From an optimization exercise on the open Yosys and OpenROAD flow, aimed at a short achievable clock period and few clock cycles; shortcuts taken in it are not production practice.
Only simulation tests tie the RTL to the original design; equivalence was not proved.
Power figures rest on the tool's default switching activity, not on a simulated workload.

==> flow/design.v <==
module mc_core #(
    parameter int              XLEN     = 32,
    parameter int              NREG     = 32,
    parameter logic [XLEN-1:0] RESET_PC = '0
) (
    input  logic            clk,
    input  logic            rst,
    output logic            mem_req,
    output logic            mem_we,
    output logic [XLEN-1:0] mem_addr,
    output logic [XLEN-1:0] mem_wdata,
    input  logic [XLEN-1:0] mem_rdata,
    input  logic            mem_ready,
    output logic            halted,
    output logic [XLEN-1:0] pc_out
    ,
    output logic [31:0]     instret
);
    localparam logic [5:0] OP_RTYPE = 6'h00, OP_J = 6'h02, OP_JAL = 6'h03, OP_BEQ = 6'h04,
                           OP_BNE = 6'h05, OP_ADDI = 6'h08, OP_LW = 6'h23, OP_SW = 6'h2B;
    localparam logic [5:0] FN_JR = 6'h08, FN_ADD = 6'h20, FN_SUB = 6'h22, FN_AND = 6'h24,
                           FN_OR = 6'h25, FN_SLT = 6'h2A;
    logic sFetch, sExec, sMem, sFix, sHalt;
    logic [15:0] immL;         
    logic        dBr, dBne;     
    logic [31:0] pc;           
    logic [31:0] regA, regB;   
    logic [31:0] aluP, aluG, aluPx;    
    logic        aluAs, aluBs;         
    logic [31:0] brT;          
    logic [31:0] jT;           
    logic [31:0] rf [1:31];
    logic [7:0]  lsLo;
    logic        lsC8, s0P, s0M, s0Z, s1P, s1M, s1Z;
    logic [7:0]  lsMid0, lsMid1;
    logic [15:0] lsHiP, lsHiM;
    logic dLw, dSw, dHalt, dWr;
    logic rSum, rAnd, rOr, rSlt, rPc;   
    logic rSub;                         
    logic [4:0] dWidx;
    logic aLs, aJ, aJr, aBr, aPc;
    function automatic logic [31:0] addPP(input logic [31:0] a, input logic [31:0] b,
                                          input logic cin);
        logic [31:0] p, g;
        p = a ^ b;
        g = a & b;
        g[0] = g[0] | (p[0] & cin);
        addPP = p;
        for (int d = 1; d < 32; d = d * 2) begin
            for (int i = 31; i >= d; i--) begin
                g[i] = g[i] | (p[i] & g[i-d]);
                p[i] = p[i] & p[i-d];
            end
        end
        addPP[0] = addPP[0] ^ cin;
        for (int i = 1; i < 32; i++) addPP[i] = addPP[i] ^ g[i-1];
    endfunction
    logic [31:0] aluRes, lsAddr, pc4, regA4, brT4, jT4, newPc;
    logic        dNf, dLs;
    assign dLs  = dLw | dSw;
    assign dNf  = ~dLs & ~dHalt;
    mc_core_alu uAlu (
        .p(aluP), .g(aluG), .px(aluPx), .aS(aluAs), .bS(aluBs), .pc(pc),
        .rSum(rSum), .rAnd(rAnd), .rOr(rOr), .rSlt(rSlt), .rPc(rPc), .res(aluRes)
    );
    assign lsAddr[7:0]   = lsLo;
    assign lsAddr[15:8]  = lsC8 ? lsMid1 : lsMid0;
    logic [15:0] lsHi0, lsHi1;
    assign lsHi0 = ({16{s0Z}} & regA[31:16]) | ({16{s0P}} & lsHiP) | ({16{s0M}} & lsHiM);
    assign lsHi1 = ({16{s1Z}} & regA[31:16]) | ({16{s1P}} & lsHiP) | ({16{s1M}} & lsHiM);
    assign lsAddr[31:16] = lsC8 ? lsHi1 : lsHi0;
    logic aluZero;
    assign aluZero = (rSum & ~rSub & (aluP == {aluG[30:0] | aluP[30:0], 1'b0})) |
                     (rSum & rSub & (~aluP == {aluG[30:0], 1'b0})) |
                     (rAnd & ~|aluG) | (rOr & ~|(aluP | aluG)) | (rPc & ~|pc);
    assign pc4    = pc + 32'd4;
    assign regA4  = regA + 32'd4;
    assign brT4   = brT + 32'd4;
    assign jT4    = jT + 32'd4;
    assign mem_addr = ({32{aLs}} & lsAddr) | ({32{aJ}} & jT) | ({32{aJr}} & regA) |
                      ({32{aBr}} & brT) | ({32{aPc}} & pc);
    assign newPc    = ({32{aJ}} & jT4) | ({32{aJr}} & regA4) |
                      ({32{aBr}} & brT4) | ({32{aPc}} & pc4);
    assign mem_req   = sFetch | sMem | (sExec & ~dHalt);
    assign mem_we    = dSw & (sExec | sMem);
    assign mem_wdata = regB;
    assign halted    = sHalt;
    assign pc_out    = pc;
    logic fetchDone, lsDone, retire;
    assign fetchDone = mem_ready & (sFetch | (sExec & dNf));
    assign lsDone    = mem_ready & dLs & (sExec | sMem);
    assign retire    = (sExec & dNf) | lsDone;
    logic        bypEn;
    logic [31:0] wdata;
    assign bypEn = sExec & dWr;
    assign wdata = dLw ? mem_rdata : aluRes;
    logic [31:0] rsOH, rtOH, rawA, rawB;
    logic        bypA, bypB;       
    always_comb begin
        for (int k = 0; k < 32; k++) begin
            rsOH[k] = mem_rdata[25:21] == 5'(k);
            rtOH[k] = mem_rdata[20:16] == 5'(k);
        end
    end
    assign bypA = bypEn && mem_rdata[25:21] == dWidx;
    assign bypB = bypEn && mem_rdata[20:16] == dWidx;
    logic [1023:0] rfFlat;
    always_comb begin
        rfFlat[31:0] = '0;
        for (int k = 1; k < 32; k++) rfFlat[32*k +: 32] = rf[k];
    end
    mc_core_rd uRdA (.sel(mem_rdata[25:21]), .r(rfFlat), .q(rawA));
    mc_core_rd uRdB (.sel(mem_rdata[20:16]), .r(rfFlat), .q(rawB));
    logic        lwW;
    logic [31:0] wDec, wenK;
    assign lwW = dLw & (sExec | sMem);
    always_comb begin
        for (int k = 0; k < 32; k++) begin
            wDec[k] = dWidx == 5'(k);
            wenK[k] = (wDec[k] & bypEn) | (wDec[k] & lwW & mem_ready);
        end
    end
    always_ff @(posedge clk or negedge rst) begin
        if (!rst) begin
            for (int i = 1; i < 32; i++) rf[i] <= '0;
        end else begin
            for (int i = 1; i < 32; i++) if (wenK[i]) rf[i] <= wdata;
        end
    end
    logic [5:0]  nOp, nFn;
    logic        nR, nAluR, nJr, nAddi, nLw, nSw, nBeq, nBne, nJ, nJal, nHalt, nSub, nTaken;
    logic [4:0]  nWidx;
    logic [31:0] nA, nB, nImm, nBrT;
    assign nOp    = mem_rdata[31:26];
    assign nFn    = mem_rdata[5:0];
    assign nR     = (nOp == OP_RTYPE);
    assign nAluR  = nR & (nFn == FN_ADD || nFn == FN_SUB || nFn == FN_AND ||
                          nFn == FN_OR || nFn == FN_SLT);
    assign nJr    = nR & (nFn == FN_JR);
    assign nAddi  = (nOp == OP_ADDI);
    assign nLw    = (nOp == OP_LW);
    assign nSw    = (nOp == OP_SW);
    assign nBeq   = (nOp == OP_BEQ);
    assign nBne   = (nOp == OP_BNE);
    assign nJ     = (nOp == OP_J) | (nOp == OP_JAL);
    assign nJal   = (nOp == OP_JAL);
    assign nHalt  = ~(nAluR | nJr | nAddi | nLw | nSw | nBeq | nBne | nJ);
    assign nSub   = nR & (nFn == FN_SUB || nFn == FN_SLT);
    assign nWidx  = nR ? mem_rdata[15:11] : (nJal ? 5'd31 : mem_rdata[20:16]);
    assign nImm   = {{16{mem_rdata[15]}}, mem_rdata[15:0]};
    assign nA     = bypA ? aluRes : rawA;
    assign nB     = bypB ? aluRes : rawB;
    logic zA, zB, nEq, nBrFix, rawEq;
    assign zA     = rsOH[0];
    assign zB     = rtOH[0];
    assign rawEq  = rawA == rawB;
    assign nEq    = ((bypA & zB) | (bypB & zA)) ? aluZero : rawEq;
    assign nBrFix = (bypA & ~zB) | (bypB & ~zA) | ((bypA | bypB) & rSlt);
    assign nTaken = (nBeq & nEq) | (nBne & ~nEq);
    logic zSel, brIfEq, brIfNe, pcIfEq, pcIfNe, nBrNext, nPcNext;
    assign zSel    = (bypA & zB) | (bypB & zA);
    assign brIfEq  = zSel ? ((nBeq & aluZero) | (nBne & ~aluZero)) : nBeq;
    assign brIfNe  = zSel ? ((nBeq & aluZero) | (nBne & ~aluZero)) : nBne;
    assign pcIfEq  = ~(nLw | nSw | nJ | nJr | brIfEq);
    assign pcIfNe  = ~(nLw | nSw | nJ | nJr | brIfNe);
    assign nBrNext = rawEq ? brIfEq : brIfNe;
    assign nPcNext = rawEq ? pcIfEq : pcIfNe;
    function automatic logic [31:0] addBr(input logic [31:0] base, input logic [31:0] imm);
        addBr = addPP({base[31:2], 2'b11}, {imm[29:0], 2'b01}, 1'b0);
        addBr[1:0] = base[1:0];
    endfunction
    logic [31:0] pcSrc;
    assign pcSrc  = ({32{aJ}} & jT) | ({32{aJr}} & regA) | ({32{aBr}} & brT) | ({32{aPc}} & pc);
    assign nBrT   = addBr(pcSrc, nImm);
    logic [31:0] nX, nY;
    assign nX = nSub ? ~nA : nA;
    assign nY = nAddi ? nImm : nB;
    logic [31:0] nRaw;
    logic        nFix;
    assign nRaw = rawA;
    assign nFix = ((nLw | nSw) & bypA) | ((nBeq | nBne) & nBrFix);
    logic [8:0] nLo, nMid0, nMid1;
    mc_core_add8 uLo   (.a(nRaw[7:0]),  .b(nImm[7:0]),  .cin(1'b0), .s(nLo));
    mc_core_add8 uMid0 (.a(nRaw[15:8]), .b(nImm[15:8]), .cin(1'b0), .s(nMid0));
    mc_core_add8 uMid1 (.a(nRaw[15:8]), .b(nImm[15:8]), .cin(1'b1), .s(nMid1));
    logic [15:0] nHiP, nHiM;
    logic [511:0] hiPFlat, hiMFlat;
    assign hiPFlat[15:0] = 16'd1;
    assign hiMFlat[15:0] = 16'hFFFF;
    for (genvar k = 1; k < 32; k++) begin : gHi
        mc_core_incdec uHiK (.a(rf[k][31:16]), .p(hiPFlat[16*k +: 16]), .m(hiMFlat[16*k +: 16]));
    end
    mc_core_rd16 uRdHiP (.sel(mem_rdata[25:21]), .r(hiPFlat), .q(nHiP));
    mc_core_rd16 uRdHiM (.sel(mem_rdata[25:21]), .r(hiMFlat), .q(nHiM));
    logic [8:0] fLo, fMid0, fMid1;
    assign fLo   = {1'b0, regA[7:0]} + {1'b0, immL[7:0]};
    assign fMid0 = {1'b0, regA[15:8]} + {1'b0, immL[15:8]};
    assign fMid1 = {1'b0, regA[15:8]} + {1'b0, immL[15:8]} + 9'd1;
    always_ff @(posedge clk or negedge rst) begin
        if (!rst) begin
            sFetch <= 1'b0;
            sExec  <= 1'b0;
            sMem   <= 1'b0;
            sFix   <= 1'b0;
            sHalt  <= 1'b0;
            immL   <= '0;
            dBr    <= 1'b0;
            dBne   <= 1'b0;
            pc     <= RESET_PC;
            regA   <= '0;
            regB   <= '0;
            brT    <= '0;
            jT     <= '0;
            dLw    <= 1'b0;
            dSw    <= 1'b0;
            dHalt  <= 1'b0;
            dWr    <= 1'b0;
            rSum   <= 1'b0;
            rAnd   <= 1'b0;
            rOr    <= 1'b0;
            rSlt   <= 1'b0;
            rPc    <= 1'b0;
            rSub   <= 1'b0;
            dWidx  <= '0;
            aLs    <= 1'b0;
            aJ     <= 1'b0;
            aJr    <= 1'b0;
            aBr    <= 1'b0;
            aPc    <= 1'b1;
        end else begin
            if (!sFetch && !sExec && !sMem && !sFix && !sHalt) sFetch <= 1'b1;
            if (fetchDone) begin
                sFetch <= 1'b0;
                sExec  <= ~nFix;
                sFix   <= nFix;
                sMem   <= 1'b0;
                immL   <= mem_rdata[15:0];
                dBr    <= nBeq | nBne;
                dBne   <= nBne;
                pc     <= newPc;
                regA   <= nA;
                regB   <= nB;
                brT    <= nBrT;
                jT     <= {newPc[31:28], mem_rdata[25:0], 2'b00};
                dLw    <= nLw;
                dSw    <= nSw;
                dHalt  <= nHalt;
                dWr    <= (nAluR | nAddi | nJal) & (nWidx != 5'd0);
                rSum   <= nAddi | (nR & (nFn == FN_ADD || nFn == FN_SUB));
                rAnd   <= nR & (nFn == FN_AND);
                rOr    <= nR & (nFn == FN_OR);
                rSlt   <= nR & (nFn == FN_SLT);
                rPc    <= nJal;
                rSub   <= nR & (nFn == FN_SUB);
                dWidx  <= nWidx;
                aLs    <= nLw | nSw;
                aJ     <= nJ;
                aJr    <= nJr;
                aBr    <= nBrNext;
                aPc    <= nPcNext;
            end else if (sFix) begin
                sFix   <= 1'b0;
                sExec  <= 1'b1;
                if (dBr) begin
                    aBr <= (regA == regB) ^ dBne;
                    aPc <= (regA != regB) ^ dBne;
                end
            end else if (sExec) begin
                sExec <= 1'b0;
                if (dHalt) begin
                    sHalt <= 1'b1;
                end else if (dLs) begin
                    if (mem_ready) begin
                        sFetch <= 1'b1;
                        aLs    <= 1'b0;
                        aPc    <= 1'b1;
                    end else begin
                        sMem <= 1'b1;
                    end
                end else begin
                    sFetch <= 1'b1;
                end
            end else if (sMem && mem_ready) begin
                sMem   <= 1'b0;
                sFetch <= 1'b1;
                aLs    <= 1'b0;
                aPc    <= 1'b1;
            end
        end
    end
    always_ff @(posedge clk or negedge rst) begin
        if (!rst) begin
            aluP   <= '0;
            aluG   <= '0;
            aluPx  <= '0;
            aluAs  <= 1'b0;
            aluBs  <= 1'b0;
            lsLo   <= '0;
            lsC8   <= 1'b0;
            lsMid0 <= '0;
            lsMid1 <= '0;
            s0P    <= 1'b0;
            s0M    <= 1'b0;
            s0Z    <= 1'b0;
            s1P    <= 1'b0;
            s1M    <= 1'b0;
            s1Z    <= 1'b0;
            lsHiP  <= '0;
            lsHiM  <= '0;
        end else if (sFix) begin
            lsLo   <= fLo[7:0];
            lsC8   <= fLo[8];
            lsMid0 <= fMid0[7:0];
            lsMid1 <= fMid1[7:0];
            s0P    <= fMid0[8] & ~immL[15];
            s0M    <= ~fMid0[8] & immL[15];
            s0Z    <= fMid0[8] == immL[15];
            s1P    <= fMid1[8] & ~immL[15];
            s1M    <= ~fMid1[8] & immL[15];
            s1Z    <= fMid1[8] == immL[15];
            lsHiP  <= regA[31:16] + 16'd1;
            lsHiM  <= regA[31:16] - 16'd1;
        end else if (mem_ready) begin
            aluP   <= nX ^ nY;
            aluG   <= nX & nY;
            aluPx  <= nX ^ nY ^ {32{nSub}};
            aluAs  <= nA[31];
            aluBs  <= nB[31];
            lsLo   <= nLo[7:0];
            lsC8   <= nLo[8];
            lsMid0 <= nMid0[7:0];
            lsMid1 <= nMid1[7:0];
            s0P    <= nMid0[8] & ~mem_rdata[15];
            s0M    <= ~nMid0[8] & mem_rdata[15];
            s0Z    <= nMid0[8] == mem_rdata[15];
            s1P    <= nMid1[8] & ~mem_rdata[15];
            s1M    <= ~nMid1[8] & mem_rdata[15];
            s1Z    <= nMid1[8] == mem_rdata[15];
            lsHiP  <= nHiP;
            lsHiM  <= nHiM;
        end
    end
    always_ff @(posedge clk or negedge rst) begin
        if (!rst)        instret <= '0;
        else if (retire) instret <= instret + 32'd1;
    end
endmodule
module mc_core_add8 (
    input  logic [7:0] a,
    input  logic [7:0] b,
    input  logic       cin,
    output logic [8:0] s
);
    assign s = {1'b0, a} + {1'b0, b} + {8'd0, cin};
endmodule
module mc_core_rd (
    input  logic [4:0]    sel,
    input  logic [1023:0] r,
    output logic [31:0]   q
);
    logic [31:0] m1 [8];
    logic [31:0] m2 [2];
    always_comb begin
        for (int j = 0; j < 8; j++) m1[j] = r[32*(4*j + sel[1:0]) +: 32];
        for (int i = 0; i < 2; i++) m2[i] = m1[4*i + sel[3:2]];
        q = m2[sel[4]];
    end
endmodule
module mc_core_alu (
    input  logic [31:0] p,
    input  logic [31:0] g,
    input  logic [31:0] px,
    input  logic        aS,
    input  logic        bS,
    input  logic [31:0] pc,
    input  logic        rSum,
    input  logic        rAnd,
    input  logic        rOr,
    input  logic        rSlt,
    input  logic        rPc,
    output logic [31:0] res
);
    logic [31:0] carry, sum;
    logic        slt;
    always_comb begin
        logic [31:0] pp, gg;
        pp = p;
        gg = g;
        for (int d = 1; d < 32; d = d * 2) begin
            for (int i = 31; i >= d; i--) begin
                gg[i] = gg[i] | (pp[i] & gg[i-d]);
                pp[i] = pp[i] & pp[i-d];
            end
        end
        carry = {gg[30:0], 1'b0};
    end
    assign sum = px ^ carry;
    assign slt = (aS ^ bS) ? aS : sum[31];
    assign res = ({32{rSum}} & sum) | ({32{rAnd}} & g) | ({32{rOr}} & (p | g)) |
                 {31'd0, rSlt & slt} | ({32{rPc}} & pc);
endmodule
module mc_core_incdec (
    input  logic [15:0] a,
    output logic [15:0] p,
    output logic [15:0] m
);
    assign p = a + 16'd1;
    assign m = a - 16'd1;
endmodule
module mc_core_rd16 (
    input  logic [4:0]   sel,
    input  logic [511:0] r,
    output logic [15:0]  q
);
    logic [15:0] m1 [8];
    logic [15:0] m2 [2];
    always_comb begin
        for (int j = 0; j < 8; j++) m1[j] = r[16*(4*j + sel[1:0]) +: 16];
        for (int i = 0; i < 2; i++) m2[i] = m1[4*i + sel[3:2]];
        q = m2[sel[4]];
    end
endmodule
==> flow/flow/run.sh <==
#!/bin/bash
# The standard layout (the standard.sh), with two additions:
# - the port buffers that placement inserts are buf_4 cells (by default the
#   resizer picks its smallest buffer, a slow delay-type cell);
# - after the timing repair at global route, a repair_design pass fixes any
#   max-slew or max-capacitance violation that the timing repair left.
export BUFFER_PORTS_ARGS="-buffer_cell sky130_fd_sc_hd__buf_4"
export POST_GLOBAL_ROUTE_TCL="$PWD/flow/post_grt.tcl"
bash standard.sh > standard.log 2>&1
==> flow/flow/post_grt.tcl <==
# Sourced by ORFS global_route.tcl (POST_GLOBAL_ROUTE_TCL) after its timing
# repair: repair max slew / max capacitance again, legalise, re-route the
# changed nets and rewrite the route guides.
puts "post_grt: repair_design after repair_timing"
report_check_types -max_slew -max_capacitance -violators
global_route -start_incremental
repair_design_helper
detailed_placement
global_route -end_incremental
estimate_parasitics -global_routing
report_check_types -max_slew -max_capacitance -violators
write_guides $::env(RESULTS_DIR)/route.guide
==> flow/standard.sh <==
#!/bin/bash
# synth_recipe.tcl (not shown) runs the flow's synth.tcl, then flattens the netlist and writes it again
# the make line also repeats each setting of config.mk as NAME=value (left out here)
make -C /OpenROAD-flow-scripts/flow DESIGN_CONFIG=/design/flow/config.mk WORK_HOME=/design/flow/orfs CLKGATE_MAP_FILE= SYNTH_SCRIPT=/design/flow/synth_recipe.tcl "${@:-finish}"
==> flow/config.mk <==
export PLATFORM = sky130hd
export DESIGN_NAME = mc_core
export DESIGN_NICKNAME = mc_core
export VERILOG_FILES = /design/flow/design.v
export SDC_FILE = /design/flow/constraint.sdc
export NUM_CORES = 4
export LEC_CHECK = 0
export CAP_MARGIN = 30
export CORE_MARGIN = 2
export CORE_UTILIZATION = 30
export SETUP_SLACK_MARGIN = 3.4
export SLEW_MARGIN = 30
export SYNTH_HIERARCHICAL = 1
export SYNTH_MINIMUM_KEEP_SIZE = 0
==> flow/constraint.sdc <==
create_clock -name core_clock -period 7.0 [get_ports {clk}]
set_input_delay 1.4000 -clock core_clock [delete_from_list [all_inputs] [get_ports {clk}]]
set_output_delay 1.4000 -clock core_clock [all_outputs]
set_load 0.01 [all_outputs]
==> results by group, run 1 <==
Synth
  – Prevailing post-synth register cell: sky130_fd_sc_hd__dfrtp_1
  – Area leader, netlist: sky130_fd_sc_hd__dfrtp_1
  – Average size of a mapped cell: 8.58 µm²
  – Distinct cells, synth: 106
  – YS warnings: 16
  – Fraction of registers with async set or reset after synthesis: 100%
  – Number of synthesized flops with an enable pin: 0
  – Synth Cell Area: 108000 µm²
  – Post-synthesis cell count: 12600
  – Area share of the largest cell type after synthesis: 31.5%
  – Most repeated cell in the gate-level netlist after synthesis: sky130_fd_sc_hd__nand2_1
  – Most instantiated cells after synthesis: sky130_fd_sc_hd__nand2_1 (1369), sky130_fd_sc_hd__dfrtp_1 (1363), sky130_fd_sc_hd__mux2i_1 (1319)
  – Sequential share of the synthesized area: a little under a third
  – Count of state elements after synthesis: 1364
  – Top post-synthesis cells by area: sky130_fd_sc_hd__dfrtp_1 (31%), sky130_fd_sc_hd__mux2i_1 (12%), sky130_fd_sc_hd__xor2_1 (5.4%)

Setup path
  – Worst setup SP type: input pin
  – Capture instance of the worst register-to-register path: rf[12][19]
  – Maximum fanout encountered on the critical timing path: 22
  – Worst reg-to-reg path cell count: 6
  – Slack of the worst reg-to-reg path: 3.29 ns
  – CP arrival: 4.80 ns
  – Kind of end point of the critical path: flop
  – Startpoint of the worst-slack reg-to-reg timing path: dLw
  – Worst endpoint required time: 7.77 ns
  – Critical path class: in -> reg

STA
  – Hold Vio Cnt, Final: 0
  – PnR worst setup slack: 2.97 ns
  – Period minus WS final: around 4.0 ns
  – Max Slew Vio Count: 0
  – Number of endpoints failing setup at the final stage: 0
  – Total negative slack for setup checks: 0 ns
  – Worst slack on hold paths: 0.487 ns
  – Worst max-slew margin expressed relative to the limit: 31.5%
  – Portion of the clock cycle consumed by the worst path in the final layout: 57.6%
  – Transition time at the pin with the least slew margin: 1.03 ns
  – Top achievable clock speed: 0.248 GHz
  – Clock tree skew after final layout: about 0.11 ns

Min path
  – Type of the worst min-delay path: reg -> reg
  – Number of cells on the worst hold path: 1
  – Worst hold start: instret[8]
  – Worst min-delay path endpoint: instret[8]

Clocking
  – Root buf cell: sky130_fd_sc_hd__clkbuf_16
  – Total number of clock tree sinks: 1364
  – Buffer levels on the longest clock path: 4
  – Clock tree from TritonCTS: yes
  – Worst-path clk slew: 0.06 ns
  – Number of H-tree levels: 4
  – Post-CTS resize count: 642
  – Number of buffers added by the clock tree synthesis step: 172
  – Worst-Skew Late Latency: slightly above 0.9 ns
  – Cts hold-fix bufs: 0
  – Buffers inserted during post-CTS setup optimization: 286

Run
  – Max-capacitance violation count: 0

Floorplan
  – Floorplan row count: 220
  – Number of top-level design ports: 166
  – Die span in x: just over 600 µm
  – Die Footprint: about 370000 µm²
  – Placeable core area: approximately 360000 µm²
  – Chip height: 605 µm
  – Initial Utilization: 30.1%

Route
  – Remaining number of nets flagged by the antenna check after routing: 0
  – DR WL/cell: 31.1 µm
  – Residual DRC: 0
  – Detailed router's first-iteration violation count: 15800
  – Overall via count from detail_route: 106000
  – Vias per inst: 5.97
  – Number of detailed-routing iterations run before antenna repair: 9
  – Total wire length after detailed routing: 551000 µm

Placement
  – Pre-CTS WS: 0.925 ns
  – Final weighted congestion in routability-driven placement: around 1.1
  – Input/output buffers: approximately 170
  – Placed wire-length estimate: 380000 µm

Power and ir drop
  – Power per cell area: 259 nW/µm²
  – Leakage power figure: 56.0 nW
  – Peak VDD IR: about 240 µV

GRT
  – Number of global-route vias before repair: 96800
  – Maximum number of pins on one net before global-route repair: 142
  – Overall routing resource usage: between 20% and 30%
  – Overflow left after global routing: 0
  – Antenna violations before repair: 33
  – First-pass GRT wire length: about 760000 µm

Cells and area
  – Area growth, synth to finish: 20.7%
  – Layout cells sized above 1: 19.5%
  – Total number of nets in the final design: 13000
  – Fraction of the core area covered by cells at the end of the flow: a little over a third

Outcome
  – Outcome: timing/DRC/antenna clean
-- layout by cell type, fill, tap and decap left out, types with 51 or more instances in the layout --
cell type                   count
sky130_fd_sc_hd__nand3_1      485
sky130_fd_sc_hd__xnor2_1      553
sky130_fd_sc_hd__or3_1         76
sky130_fd_sc_hd__nor2b_1      117
sky130_fd_sc_hd__a21o_1        58
sky130_fd_sc_hd__nand4_1      216
sky130_fd_sc_hd__clkbuf_16    192
sky130_fd_sc_hd__nor2_1      1148
sky130_fd_sc_hd__buf_12        89
sky130_fd_sc_hd__o22ai_1      113
sky130_fd_sc_hd__mux2i_1     1237
sky130_fd_sc_hd__ha_1         139
sky130_fd_sc_hd__a22oi_1      418
sky130_fd_sc_hd__and4_1        51
sky130_fd_sc_hd__dfrtp_2      123
sky130_fd_sc_hd__a22oi_2       56
sky130_fd_sc_hd__nand2_1     1320
sky130_fd_sc_hd__buf_16        57
sky130_fd_sc_hd__o21ai_0      206
sky130_fd_sc_hd__xor2_1       657
sky130_fd_sc_hd__nor3_2        58
sky130_fd_sc_hd__nor4_1        95
sky130_fd_sc_hd__buf_6        104
sky130_fd_sc_hd__o21ai_1      484
sky130_fd_sc_hd__dfrtp_1     1235
sky130_fd_sc_hd__nor3_1       265
sky130_fd_sc_hd__mux4_2        96
sky130_fd_sc_hd__conb_1        99
sky130_fd_sc_hd__a21oi_1      822
sky130_fd_sc_hd__mux2_4       101
sky130_fd_sc_hd__inv_1        172
sky130_fd_sc_hd__o311ai_1      62
sky130_fd_sc_hd__mux2_2       133
sky130_fd_sc_hd__mux2i_4       56
sky130_fd_sc_hd__buf_4        672
-- through the flow --
step	area, µm²	total power [mW]	cells
after floorplan	109000	17.8	12700
after global placement	115000	22.5	16900
after detailed placement	115000	22.7	16900
after CTS	127000	32.8	17500
final	131000	33.9	17700
-- critical path, stage by stage --
cell and delay (ns):
sky130_fd_sc_hd__clkbuf_16 0.22, sky130_fd_sc_hd__nor2b_4 0.39, sky130_fd_sc_hd__buf_4 0.20, sky130_fd_sc_hd__buf_12 0.17, sky130_fd_sc_hd__a22oi_1 0.11, sky130_fd_sc_hd__nand3_1 0.11, sky130_fd_sc_hd__nand4_1 0.10, sky130_fd_sc_hd__buf_4 0.20
sky130_fd_sc_hd__xnor2_4 0.27, sky130_fd_sc_hd__buf_6 0.14, sky130_fd_sc_hd__nand4_1 0.11, sky130_fd_sc_hd__buf_4 0.17, sky130_fd_sc_hd__nor4_2 0.26, sky130_fd_sc_hd__buf_4 0.14, sky130_fd_sc_hd__a21oi_1 0.10, sky130_fd_sc_hd__a31oi_4 0.23
sky130_fd_sc_hd__mux2i_2 0.27, sky130_fd_sc_hd__a21o_1 0.11
-- registers in the layout, indices dropped and copies added (netlist names), 5 cells and up --
register / count
brT: 32
jT: 11
rf: 992
dWidx: 5
aluP: 32
lsMid1: 8
regB: 32
lsHiM: 16
regA: 32
lsLo: 8
aluG: 32
aluPx: 32
lsHiP: 16
instret: 32
immL: 15
pc: 30
lsMid0: 8
-- routing by layer --
| metal | up-vias | global-route usage (%) | routed length (µm) |
|---|---|---|---|
| met2 | 6947 | 40.7 | 223000 |
| met1 | 51700 | 37.6 | 216000 |
| met5 | - | 0.888 | 541 |
| met4 | 18 | 18.0 | 43200 |
| li1 | 45200 | - | - |
| met3 | 1704 | 8.30 | 67800 |
-- power by group --
part / internal (mW) / leakage, nW / switching (mW)
Clock: 5.24 / 2.70 / 3.86
Sequential: 8.79 / 18.3 / 2.35
Combinational: 5.71 / 35.0 / 7.94
-- per-module statistics from Yosys, one instance, submodules excluded --
module          area (µm²)  flip-flops and latches  copies in the design  cells inside
mc_core_rd16          4800                       0                     2           574
mc_core              60600                    1364                     1          6226
mc_core_rd            9080                       0                     2          1133
mc_core_incdec         556                       0                    31            83
mc_core_alu           1760                       0                     1           288
mc_core_add8           332                       0                     3            42
-- worst max path at each step --
stage                  startpoint  endpoint  slack, ns  depth (start not counted)
floorplan           mem_rdata[23]       s0Z       2.65                         15
global placement    mem_rdata[23]       aPc       0.91                         14
detailed placement  mem_rdata[23]       aPc       0.93                         14
CTS                 mem_rdata[17]       aPc       3.05                         16
finish              mem_rdata[18]       aBr       2.97                         18
-- kinds of logic (layout without fill, tap and decap cells) --
| kind of cell | after synthesis | in the layout | synth area share, % |
|---|---|---|---|
| buffers and inverters | 1299 | 1487 | 5.55 |
| DFF | 1364 | 1364 | 31.5 |
| other | 2 | 113 | 0.00693 |
| adders and majority gates | 186 | 186 | 2.20 |
| muxes | 1673 | 1673 | 17.2 |
| AOI/OAI and AO/OA | 2520 | 2520 | 14.1 |
| and+or+nand+nor | 4340 | 4347 | 19.4 |
| xor gates and xnor gates | 1243 | 1243 | 10.1 |
-- cell type report --
cell class,instances,area [µm²]
Fill cell,36300,228000
Timing Repair Buffer,989,11100
Inverter,196,761
Antenna cell,14,35.0
Tap cell,4773,5970
Clock inverter,59,652
Multi-Input combinational cell,10100,73000
Sequential cell,1364,34300
Clock buffer,243,4890
Testbench counts, summed over its fixed seeds: cycles 69,747.
==> run 2, diff against run 1 <==
--- a/flow/config.mk
+++ b/flow/config.mk
@@ -9,5 +9,5 @@
 export CORE_MARGIN = 2
 export CORE_UTILIZATION = 30
-export SETUP_SLACK_MARGIN = 3.4
+export SETUP_SLACK_MARGIN = 3.2
 export SLEW_MARGIN = 30
 export SYNTH_HIERARCHICAL = 1
==> run 2 against run 1 <==
Against the previous run: still clean; sequential power about the same; cell count down 0.94%; flip-flop and latch count did not move; combinational power down 4%; maximum frequency fell by 0.69%; setup slack worse by 0.028 ns; clock power is 5.5% higher; global-route usage is 0.61 points lower; design area is 2.1% lower; via count shrank 1.8%; non-clock buffer count shrank 181; power is 0.64% lower; critical endpoint unchanged; largest power group unchanged.
==> results by group, run 2 <==
Synth
  – Number of synthesized flops with an enable pin: 0 (unchanged)
  – Post-synthesis cell count: 12600 (unchanged)
  – Sequential share of the synthesized area: 31.5% (unchanged)
  – Average size of a mapped cell: 8.58 µm² (unchanged)
  – Top post-synthesis cells by area: sky130_fd_sc_hd__dfrtp_1 (31%), sky130_fd_sc_hd__mux2i_1 (12%), sky130_fd_sc_hd__xor2_1 (5.4%)
  – Prevailing post-synth register cell: sky130_fd_sc_hd__dfrtp_1
  – Fraction of registers with async set or reset after synthesis: 100% (unchanged)
  – Most repeated cell in the gate-level netlist after synthesis: sky130_fd_sc_hd__nand2_1
  – Synth Cell Area: 108000 µm² (unchanged)
  – Area leader, netlist: sky130_fd_sc_hd__dfrtp_1
  – Distinct cells, synth: 106 (unchanged)
  – Area share of the largest cell type after synthesis: 31.5% (unchanged)
  – Most instantiated cells after synthesis: sky130_fd_sc_hd__nand2_1 (1369), sky130_fd_sc_hd__dfrtp_1 (1363), sky130_fd_sc_hd__mux2i_1 (1319)
  – YS warnings: 16 (unchanged)
  – Count of state elements after synthesis: 1364 (unchanged)

Setup path
  – CP arrival: 4.92 ns (+0.12 ns)
  – Crit path largest cell delay: 0.35 ns (-0.04 ns)
  – Critical path class: in -> reg
  – Critical path's slowest cell: sky130_fd_sc_hd__nor4_4
  – Gate family responsible for the most delay along the worst path: buffers and inverters
  – Worst path bufs/invs: 5 (-2)
  – Worst path cell trace: buf_16 -> buf_4 -> buf_16 -> buf_12 -> mux2i_1 -> a22oi_1 -> nand3_2 -> nand4_1 -> buf_4 -> xnor2_4 -> nand4_1 -> nor4_4 -> a21oi_2 -> a31oi_4 -> mux2i_2 -> a21o_1
  – Worst endpoint required time: 7.86 ns (+0.09 ns)
  – Kind of end point of the critical path: flop
  – Worst setup SP type: input pin
  – Maximum fanout encountered on the critical timing path: 31 (+41%)

STA
  – Portion of the clock cycle consumed by the worst path in the final layout: 58.0% (+0.40 points)
  – PnR worst setup slack: 2.94 ns (-0.0279 ns)
  – Worst max-slew margin expressed relative to the limit: 31.6% (+0.11 points)
  – Number of endpoints failing setup at the final stage: 0 (unchanged)
  – Transition time at the pin with the least slew margin: 1.02 ns (-0.00408 ns)
  – Period minus WS final: 4.06 ns (+0.0279 ns)
  – Clock tree skew after final layout: 0.118 ns (+0.00640 ns)
  – Total negative slack for setup checks: 0 ns (unchanged)
  – Top achievable clock speed: 0.246 GHz (-0.69%)
  – Hold Vio Cnt, Final: 0 (unchanged)
  – Max Slew Vio Count: 0 (unchanged)

Placement
  – Input/output buffers: 165 (unchanged)
  – Pre-CTS WS: 0.821 ns (-0.104 ns)
  – Placed wire-length estimate: 368000 µm (-3.1%)
  – Final weighted congestion in routability-driven placement: 1.07 (about the same)

Run
  – Max-capacitance violation count: 0 (unchanged)

Cells and area
  – Total number of nets in the final design: 12800 (-1.5%)
  – Layout cells sized above 1: 16.6% (-2.8 points)
  – Fraction of the core area covered by cells at the end of the flow: 35.6% (-0.75 points)
  – Top library cells by usage in the layout, fill and taps aside: sky130_fd_sc_hd__nand2_1 (1336), sky130_fd_sc_hd__dfrtp_1 (1284), sky130_fd_sc_hd__mux2i_1 (1238), sky130_fd_sc_hd__nor2_1 (1152), sky130_fd_sc_hd__a21oi_1 (826)
  – Register cell area after layout: 34200 µm² (-0.20%)
  – Area growth, synth to finish: 18.2%
  – Footprint of the multi-input gates: 71600 µm² (-2.0%)
  – Flip-flop count of the largest register, all copies and words added: 992 (unchanged)
  – FILL cells: 36500 (+0.61%)
  – Biggest register: rf
  – Most common cell after layout, fill and taps aside: sky130_fd_sc_hd__nand2_1

GRT
  – Antenna violations before repair: 47 (+42%)
  – Maximum number of pins on one net before global-route repair: 164 (+15%)
  – Number of global-route vias before repair: 96000 (-0.85%)
  – First-pass GRT wire length: 740000 µm (-2.2%)
  – Overflow left after global routing: 0 (unchanged)
  – Overall routing resource usage: 28.0% (-0.61 points)

Clocking
  – Clock tree from TritonCTS: yes
  – Worst-path clk slew: 0.06 ns (about the same)
  – Buffers inserted during post-CTS setup optimization: 212 (-26%)
  – Post-CTS resize count: 397 (-38%)
  – Total number of clock tree sinks: 1364 (unchanged)
  – Number of buffers added by the clock tree synthesis step: 170 (-1.2%)
  – Cts hold-fix bufs: 0 (unchanged)
  – Worst-Skew Late Latency: 0.94 ns (+0.02 ns)
  – Number of H-tree levels: 4 (unchanged)
  – Root buf cell: sky130_fd_sc_hd__clkbuf_16
  – Buffer levels on the longest clock path: 4 (unchanged)

Floorplan
  – Die Footprint: 366000 µm² (unchanged)
  – Die span in x: 605 µm (unchanged)
  – Chip height: 605 µm (unchanged)
  – Placeable core area: 359000 µm² (unchanged)
  – Number of top-level design ports: 166 (unchanged)
  – Initial Utilization: 30.1% (unchanged)
  – Floorplan row count: 220 (unchanged)

Power and ir drop
  – Leakage power figure: 55.3 nW (-1.4%)
  – Peak VDD IR: 199 µV (-16%)
  – Power per cell area: 263 nW/µm² (+1.5%)

Route
  – Overall via count from detail_route: 104000 (-1.8%)
  – Vias per inst: 5.92 (-0.83%)
  – Residual DRC: 0 (unchanged)
  – Number of detailed-routing iterations run before antenna repair: 9 (unchanged)
  – Total wire length after detailed routing: 534000 µm (-3.0%)
  – Detailed router's first-iteration violation count: 13900 (-12%)
  – DR WL/cell: 30.4 µm (-2.1%)
  – Remaining number of nets flagged by the antenna check after routing: 0 (unchanged)

Outcome
  – Outcome: timing/DRC/antenna clean

Min path
  – Type of the worst min-delay path: in -> async
run 2: final timing paths:
check                      cells past startpoint          end          start  slack (ns)
setup / recovery                              16          aBr  mem_rdata[24]        2.94
hold / removal                                 1     regB[27]            rst        0.43
setup reg to reg                              13     aluP[22]        aluP[1]        3.01
hold reg to reg                                1  instret[31]    instret[31]        0.47
max in group asynchronous                      3   rf[31][21]            rst        4.74
min in group core_clock                        1  instret[31]    instret[31]        0.47
run 2: per-stage QoR:
step	area (µm²)	hold slack [ns]	cells	total power, mW
after floorplan	109000	0.455	12700	17.8
after global placement	114000	0.460	16800	22.4
after detailed placement	115000	0.463	16900	22.5
after CTS	126000	0.472	17400	32.8
final	128000	0.428	17500	33.7
run 2: modules after synthesis, one instance, submodules excluded:
module,times used,cells inside,flops+latches
mc_core_rd16,2,574,0
mc_core_alu,1,288,0
mc_core_add8,3,42,0
mc_core_rd,2,1133,0
mc_core_incdec,31,83,0
mc_core,1,6226,1364
run 2: cell families after synthesis:
| family | synth area share (%) |
|---|---|
| AO/OA/AOI/OAI | 14.1 |
| XOR/XNOR | 10.1 |
| adder cells (fa/ha/maj) | 2.20 |
| buffers and inverters | 5.55 |
| flip-flops | 31.5 |
| multiplexers | 17.2 |
| other | 0.00693 |
| AND/OR/NAND/NOR | 19.4 |
run 2: layer usage:
metal	vias up	track usage (%)	share of wire (%)
li1	44900	-	-
met1	50700	35.6	38
met4	14	20.4	8.6
met3	1657	7.86	12
met5	-	0.0784	0.023
met2	6490	40.4	41
run 2: report_power, final:
group          leakage [nW]  switching (mW)  internal, mW
sequential             18.4            2.27          8.78
clock                  2.88            3.99          5.61
combinational          34.0            7.68          5.33
run 2: area by class of cell:
class                           instances  area share (%)
Multi-Input combinational cell      10100            55.9
Timing Repair Buffer                  808            7.40
Sequential cell                      1364            26.7
Clock buffer                          229            3.77
Clock inverter                         78           0.848
Antenna cell                           29          0.0567
Tap cell                             4773            4.66
Inverter                              196           0.587

[separate check: timing with driven ports]
The results above use ideal ports. As a check the final layouts listed here were re-extracted and re-timed, cells and wires unchanged.
Step 1 (the two cells are an assumption about what drives the block):
set clk [get_ports {clk}]
set_driving_cell -lib_cell sky130_fd_sc_hd__clkbuf_16 $clk
set_driving_cell -lib_cell sky130_fd_sc_hd__buf_2 [delete_from_list [all_inputs] $clk]
Step 2 times the ports against the registers' clock, not the clock port: input delays grow and output delays shrink by t, the midpoint of the rising clock arrivals with the driver on.
Three values: no drivers, after step 1, after step 2; two values: the first two.
| run | t (ns) | slack for setup (ns) | worst setup path after step 2 | worst data-port slew with drivers (ns) |
|---|---|---|---|---|
| run 1 | 0.956 | 2.966 / 2.492 / 1.537 | input to register | 0.70 |
| run 2 | 0.964 | 2.939 / 2.706 / 1.742 | input to register | 0.43 |
After both steps every run listed still meets setup and hold. For run 1, which loses most, drivers alone change the setup slack by -0.474 ns; drivers and shift together by -1.429 ns.
